Source: an optimization exercise on an open RTL-to-GDS flow (aim: small area, a short achievable clock period and few clock cycles per item). Production flows keep margins and buffers that such runs may drop.
Function was checked by simulation only, so behaviour that the tests miss may differ from the original.

Setup of the baseline:
==> flow/design.v <==
package ex_muldiv_pkg;
    localparam int XLEN = 32;
    localparam logic [4:0] ALU_NOP  = 5'h00;
    localparam logic [4:0] ALU_MULT = 5'h18;
    localparam logic [4:0] ALU_DIV  = 5'h1A;
    localparam int MUL_K  = 8;
    localparam int MUL_NG = 5;
    localparam int DIV_W  = 35;
endpackage
module ex_muldiv_div_iter
(
    input  logic [ex_muldiv_pkg::XLEN-1:0]  rem_i,
    input  logic [ex_muldiv_pkg::DIV_W-1:0] dvs_i,
    input  logic                            cin_i,
    output logic [ex_muldiv_pkg::XLEN-1:0]  rem_o,
    output logic                            qbit_o
);
    logic [ex_muldiv_pkg::XLEN:0] diff;
    ex_muldiv_bkadd #(.W(ex_muldiv_pkg::XLEN)) u_add (
        .a_i    (rem_i),
        .b_i    (dvs_i[ex_muldiv_pkg::XLEN-1:0]),
        .cin_i  (cin_i),
        .sum_o  (diff[ex_muldiv_pkg::XLEN-1:0]),
        .cout_o (diff[ex_muldiv_pkg::XLEN])
    );
    assign qbit_o = diff[ex_muldiv_pkg::XLEN] & (&dvs_i[ex_muldiv_pkg::DIV_W-1:ex_muldiv_pkg::XLEN]);
    assign rem_o  = qbit_o ? diff[ex_muldiv_pkg::XLEN-1:0] : rem_i;
endmodule
module ex_muldiv_bkadd
#(
    parameter int W = 32
) (
    input  logic [W-1:0] a_i,
    input  logic [W-1:0] b_i,
    input  logic         cin_i,
    output logic [W-1:0] sum_o,
    output logic         cout_o
);
    localparam int LV = $clog2(W);
    logic [W-1:0] p, g, pp, gg;
    always_comb begin
        p  = a_i ^ b_i;
        g  = a_i & b_i;
        gg = g;
        pp = p;
        gg[0] = g[0] | (p[0] & cin_i);
        for (int l = 0; l < LV; l++)
            for (int i = 2*(1<<l)-1; i < W; i = i + 2*(1<<l)) begin
                gg[i] = gg[i] | (pp[i] & gg[i-(1<<l)]);
                pp[i] = pp[i] & pp[i-(1<<l)];
            end
        for (int l = LV-2; l >= 0; l--)
            for (int i = 3*(1<<l)-1; i < W; i = i + 2*(1<<l)) begin
                gg[i] = gg[i] | (pp[i] & gg[i-(1<<l)]);
                pp[i] = pp[i] & pp[i-(1<<l)];
            end
    end
    assign sum_o  = p ^ {gg[W-2:0], cin_i};
    assign cout_o = gg[W-1];
endmodule
module ex_muldiv
(
    input  logic            clk,
    input  logic            rst,
    input  logic [4:0]      ALUop_i,
    input  logic            signed_i,
    input  logic [ex_muldiv_pkg::XLEN-1:0] oprand1_i,
    input  logic [ex_muldiv_pkg::XLEN-1:0] oprand2_i,
    input  logic            flush_i,
    output logic            pauseRequest_o,
    output logic            valid_o,
    output logic [1:0]      writeHILO_o,
    output logic [ex_muldiv_pkg::XLEN-1:0] HI_o,
    output logic [ex_muldiv_pkg::XLEN-1:0] LO_o
);
    localparam int XL = ex_muldiv_pkg::XLEN;
    localparam int K  = ex_muldiv_pkg::MUL_K;      
    localparam int NG = ex_muldiv_pkg::MUL_NG;     
    localparam int ND = K / 2;                     
    localparam int WD = ex_muldiv_pkg::DIV_W;      
    localparam int WX = XL + 2 + K + 2;            
    localparam int WL = K * NG;                    
    logic is_mult, is_div, is_op;
    assign is_mult = (ALUop_i == ex_muldiv_pkg::ALU_MULT);
    assign is_div  = (ALUop_i == ex_muldiv_pkg::ALU_DIV);
    assign is_op   = is_mult | is_div;
    logic sa, sb;
    assign sa = signed_i & oprand1_i[XL-1];
    assign sb = signed_i & oprand2_i[XL-1];
    logic            busy_q, done_q, dsh_q;
    logic [NG-1:0]   gsel_q;          
    logic            div_q, cin_q, negq_q, negr_q;
    logic [4:0]      cnt_q;
    logic [5:0]      lza_q, lzb_q;    
    logic [3*ND-1:0] bc_q;            
    logic [2*XL-1:0] acc_q;           
    logic [WD-1:0]   x_q;             
    function automatic logic [NG-1:0] lastg(input logic [XL-1:0] v, input logic sgn);
        logic [XL:0] m;
        m = {sgn, v} ^ {(XL+1){sgn}};
        for (int j = 0; j < NG; j++) begin
            if (K*(j+1)-1 > XL) lastg[j] = 1'b1;
            else                lastg[j] = ~|(m >> (K*(j+1)-1));
        end
    endfunction
    logic [NG-1:0] lasta, lastb, last, top;
    logic          swap, msgn;
    logic [XL-1:0] mplr;
    assign lasta = lastg(oprand1_i, sa);
    assign lastb = lastg(oprand2_i, sb);
    assign swap  = |(lasta & ~lastb);
    assign last  = swap ? lasta : lastb;
    assign top   = last & ~{last[NG-2:0], 1'b0};         
    assign mplr  = swap ? oprand1_i : oprand2_i;
    assign msgn  = swap ? sa : sb;
    logic [WL:0] bx;
    assign bx = {{(WL-XL){msgn}}, mplr, 1'b0};
    logic [NG-1:0] fsel;
    logic [K:0]    win;
    assign fsel = busy_q ? (gsel_q >> 1) : top;
    always_comb begin
        win = '0;
        for (int j = 0; j < NG; j++)
            win = win | (bx[K*j +: K+1] & {(K+1){fsel[j]}});
    end
    logic [3*ND-1:0] bc_next;
    always_comb begin
        for (int i = 0; i < ND; i++) begin
            logic b0, b1, b2;
            b0 = win[2*i];
            b1 = win[2*i+1];
            b2 = win[2*i+2];
            bc_next[3*i]   = b1 ^ b0;                                    
            bc_next[3*i+1] = (b2 & ~b1 & ~b0) | (~b2 & b1 & b0);         
            bc_next[3*i+2] = b2;                                         
        end
    end
    logic [WD-1:0] m1, m2;
    assign m1 = x_q;
    assign m2 = {x_q[WD-2:0], 1'b0};
    logic [ND+1:0][WX-1:0] term;
    always_comb begin
        logic [WX-1:0] negv;
        negv = '0;
        for (int i = 0; i < ND; i++) begin
            logic [WD-1:0] pp;
            pp = ((bc_q[3*i] ? m1 : '0) | (bc_q[3*i+1] ? m2 : '0)) ^ {WD{bc_q[3*i+2]}};
            term[i+1] = WX'({{(WX-WD){pp[WD-1]}}, pp} << (2*i));
            negv[2*i] = bc_q[3*i+2];
        end
        term[0]    = {2'b00, acc_q[WX-K-3:0], negv[K-1:0]};
        term[ND+1] = '0;
    end
    function automatic logic [2*WX-1:0] csa(input logic [WX-1:0] x, y, z);
        logic [WX-1:0] s, c;
        s = x ^ y ^ z;
        c = ((x & y) | (x & z) | (y & z)) << 1;
        csa = {s, c};
    endfunction
    logic [2*XL-WX+1:0] up_0, up_p1, up_m1;
    assign up_0  = acc_q[2*XL-K-1:WX-K-2];
    ex_muldiv_bkadd #(.W(2*XL-WX+2)) u_upp (
        .a_i (up_0), .b_i ('0), .cin_i (1'b1), .sum_o (up_p1), .cout_o ()
    );
    ex_muldiv_bkadd #(.W(2*XL-WX+2)) u_upm (
        .a_i (up_0), .b_i ('1), .cin_i (1'b0), .sum_o (up_m1), .cout_o ()
    );
    logic [WX-1:0]   lsum, s4, c4;
    logic [2*XL-1:0] prod_next;
    assign lsum = s4 + c4;
    always_comb begin
        logic [WX-1:0] s1, c1, s2, c2, s3, c3;
        {s1, c1} = csa(term[1], term[2], term[3]);
        {s2, c2} = csa(s1, c1, term[4]);
        {s4, c4} = csa(s2, c2, term[0]);
        {s3, c3} = {2*WX{1'b0}};
        prod_next = {lsum[WX-1] ? up_m1 : (lsum[WX-2] ? up_p1 : up_0), lsum[WX-3:0]};
    end
    function automatic logic [5:0] lzc32(input logic [31:0] x);
        logic [31:0] v;
        logic [4:0]  z;
        v = x;
        z[4] = ~|v[31:16]; if (z[4]) v = {v[15:0], 16'b0};
        z[3] = ~|v[31:24]; if (z[3]) v = {v[23:0], 8'b0};
        z[2] = ~|v[31:28]; if (z[2]) v = {v[27:0], 4'b0};
        z[1] = ~|v[31:30]; if (z[1]) v = {v[29:0], 2'b0};
        z[0] = ~v[31];
        lzc32 = (x == '0) ? 6'd32 : {1'b0, z};
    endfunction
    logic [5:0] lza, lzb;
    logic [6:0] sh;
    logic       dz, noq;
    assign lza = lzc32(oprand1_i ^ {XL{sa}});
    assign lzb = lzc32(oprand2_i ^ {XL{sb}});
    assign dz  = (oprand2_i == '0);
    assign sh  = {1'b0, lzb_q} + 7'(negr_q) - {1'b0, lza_q};
    logic [XL:0] sma;
    always_comb begin
        sma = {1'b0, oprand1_i ^ {XL{sa}}};
        for (int d = 1; d < XL; d = d * 2) sma = sma | (sma >> d);
        sma = sa ? {sma[XL-1:0], 1'b1} : sma;
    end
    assign noq = |({1'b0, oprand2_i ^ {XL{sb}}} & ~sma) | dz;
    logic [XL-1:0] rem1, rem2;
    logic          q1, q2;
    ex_muldiv_div_iter u_step1 (
        .rem_i  (acc_q[2*XL-1:XL]),
        .dvs_i  (x_q),
        .cin_i  (cin_q),
        .rem_o  (rem1),
        .qbit_o (q1)
    );
    ex_muldiv_div_iter u_step2 (
        .rem_i  (rem1),
        .dvs_i  ({x_q[WD-1], x_q[WD-1:1]}),
        .cin_i  (cin_q),
        .rem_o  (rem2),
        .qbit_o (q2)
    );
    logic [XL-1:0] neg_hi, neg_lo;
    ex_muldiv_bkadd #(.W(XL)) u_neg_hi (
        .a_i (acc_q[2*XL-1:XL] ^ {XL{negr_q}}), .b_i ('0), .cin_i (negr_q), .sum_o (neg_hi), .cout_o ()
    );
    ex_muldiv_bkadd #(.W(XL)) u_neg_lo (
        .a_i (acc_q[XL-1:0] ^ {XL{negq_q}}), .b_i ('0), .cin_i (negq_q), .sum_o (neg_lo), .cout_o ()
    );
    logic            busy_d, done_d, dsh_d;
    logic [NG-1:0]   gsel_d;
    logic            div_d, cin_d, negq_d, negr_d;
    logic [4:0]      cnt_d;
    logic [5:0]      lza_d, lzb_d;
    logic [3*ND-1:0] bc_d;
    logic [2*XL-1:0] acc_d;
    logic [WD-1:0]   x_d;
    always_comb begin
        busy_d = 1'b0;
        done_d = 1'b0;
        dsh_d  = 1'b0;
        gsel_d = fsel;
        div_d  = is_div;
        cin_d  = ~sb;
        negq_d = is_div & ~dz & (sa ^ sb);
        negr_d = is_div & sa & ~noq;
        cnt_d  = cnt_q - 5'd1;
        lza_d  = lza;
        lzb_d  = lzb;
        bc_d   = bc_next;
        acc_d  = is_div ? {oprand1_i, dz ? {XL{1'b1}} : {XL{1'b0}}} : '0;
        x_d    = (is_div | swap) ? {{(WD-XL){sb}}, oprand2_i} : {{(WD-XL){sa}}, oprand1_i};
        if (dsh_q) begin
            x_d    = ((x_q << 1) << {sh[5:1], 1'b0}) ^ {WD{cin_q}};
            cnt_d  = sh[5:1] + 5'd1;
            acc_d  = {neg_hi, acc_q[XL-1:0]};
            busy_d = 1'b1;
        end else if (busy_q && div_q) begin
            acc_d = {rem2, acc_q[XL-3:0], q1, q2};
            x_d   = {{2{x_q[WD-1]}}, x_q[WD-1:2]};
            if (cnt_q == 5'd1) done_d = 1'b1;
            else               busy_d = 1'b1;
        end else if (busy_q) begin
            acc_d = prod_next;
            if (gsel_q[0]) done_d = 1'b1;
            else           busy_d = 1'b1;
        end else if (is_op && !done_q) begin
            if (is_div) begin
                if (noq) done_d = 1'b1;
                else     dsh_d  = 1'b1;
            end else begin
                busy_d = 1'b1;
            end
        end
        if (flush_i) begin
            busy_d = 1'b0;
            done_d = 1'b0;
            dsh_d  = 1'b0;
        end
    end
    always_ff @(posedge clk or negedge rst) begin
        if (!rst) begin
            busy_q <= 1'b0;
            done_q <= 1'b0;
            dsh_q  <= 1'b0;
        end else begin
            busy_q <= busy_d;
            done_q <= done_d;
            dsh_q  <= dsh_d;
        end
    end
    always_ff @(posedge clk) begin
        gsel_q <= gsel_d;
        div_q  <= div_d;
        cin_q  <= cin_d;
        negq_q <= negq_d;
        negr_q <= negr_d;
        cnt_q  <= cnt_d;
        lza_q  <= lza_d;
        lzb_q  <= lzb_d;
        bc_q   <= bc_d;
        acc_q  <= acc_d;
        x_q    <= x_d;
    end
    assign HI_o = neg_hi;
    assign LO_o = neg_lo;
    assign pauseRequest_o = is_op & ~done_q;
    assign valid_o        = done_q;
    assign writeHILO_o    = {done_q, done_q};
endmodule
Settings: LEC_CHECK=0, CAP_MARGIN=20, CORE_MARGIN=2, CORE_UTILIZATION=40, SLEW_MARGIN=20; clock period 12.0 ns.
standard.sh (not shown) runs the stock make flow with config.mk's settings and CLKGATE_MAP_FILE= SYNTH_SCRIPT=/design/flow/synth_recipe.tcl, a recipe that flattens the netlist after the stock synthesis.
==> flow/flow/run.sh <==
#!/bin/bash
set -euo pipefail
bash standard.sh BUFFER_PORTS_ARGS="-buffer_cell sky130_fd_sc_hd__buf_1" SETUP_SLACK_MARGIN=6.5 finish > standard_flow.log 2>&1
The baseline completed end to end with timing, DRC and antenna clean.
Testbench counts of the baseline, summed over its fixed seeds: cycles 14,207, ops 3,200.
--- input diff the baseline..the candidate ---
-- flow/design.v --
<<< the baseline, line 149
            negv[2*i] = bc_q[3*i+2];
        end
        term[0]    = {2'b00, acc_q[WX-K-3:0], negv[K-1:0]};
        term[ND+1] = '0;
    end
    function automatic logic [2*WX-1:0] csa(input logic [WX-1:0] x, y, z);
>>> the candidate, line 149
            negv[2*i] = bc_q[3*i+2];
        end
        term[0]    = {2'b00, acc_q[WX-K-3:0], {K{1'b0}}};
        term[ND+1] = negv;
    end
    function automatic logic [2*WX-1:0] csa(input logic [WX-1:0] x, y, z);
<<< the baseline, line 172
        logic [WX-1:0] s1, c1, s2, c2, s3, c3;
        {s1, c1} = csa(term[1], term[2], term[3]);
        {s2, c2} = csa(s1, c1, term[4]);
        {s4, c4} = csa(s2, c2, term[0]);
        {s3, c3} = {2*WX{1'b0}};
        prod_next = {lsum[WX-1] ? up_m1 : (lsum[WX-2] ? up_p1 : up_0), lsum[WX-3:0]};
    end
>>> the candidate, line 172
        logic [WX-1:0] s1, c1, s2, c2, s3, c3;
        {s1, c1} = csa(term[1], term[2], term[3]);
        {s2, c2} = csa(term[4], term[0], term[5]);
        {s3, c3} = csa(s1, c1, s2);
        {s4, c4} = csa(s3, c3, c2);
        prod_next = {lsum[WX-1] ? up_m1 : (lsum[WX-2] ? up_p1 : up_0), lsum[WX-3:0]};
    end
The number of resized instances in the post-cts repair step number comes out higher for the baseline vs the candidate.
Against the baseline, the candidate comes in 0.024 ns lower on final worst-path setup slack.
In the reports for the baseline and the candidate, the larger final net count belongs to the candidate.
The baseline ended up with sky130_fd_sc_hd__a2111oi_4 as its cell type of the slowest stage on the worst timing path; the candidate ended up with sky130_fd_sc_hd__fa_1.
Delta(die outline area, the candidate - the baseline) > 0
Summary of the candidate over the baseline: global-route wire length before repair went up by 2.4%, number of well taps increased by about 2.2% relative to the old numbers, layout buffer count excluding clock buffers decreased 78, final period utilization moved up.
Testbench counts of the candidate, summed over its fixed seeds: cycles 14,207, ops 3,200.

## afterwards: timing with drivers on the ports
No port has a modelled driver above. Below, the same layouts with a new extraction and two added sets of constraints. Step 1, drivers: a clkbuf_16 drives clk and a buf_2 each remaining input, both assumed. Step 2, shift: input delay + t, output delay - t, t = (earliest + latest rising clock arrival at the registers) / 2. This alone moves slack from input paths to output paths. Three values: ideal ports, drivers, drivers and shift; two values: the first two.
run	shift t [ns]	slack for setup (ns)	worst setup path after step 2	worst slew at a driven data input, ns	pins driven straight from the clock port
the baseline	0.551	6.037 / 6.037 / 5.969	input to register	0.06	1
the candidate	0.546	6.013 / 6.013 / 6.013	register to register	0.05	1
After both steps every run listed still meets setup and hold. For the baseline, which loses most, drivers alone change the setup slack by 0.000 ns; drivers and shift together by -0.068 ns.
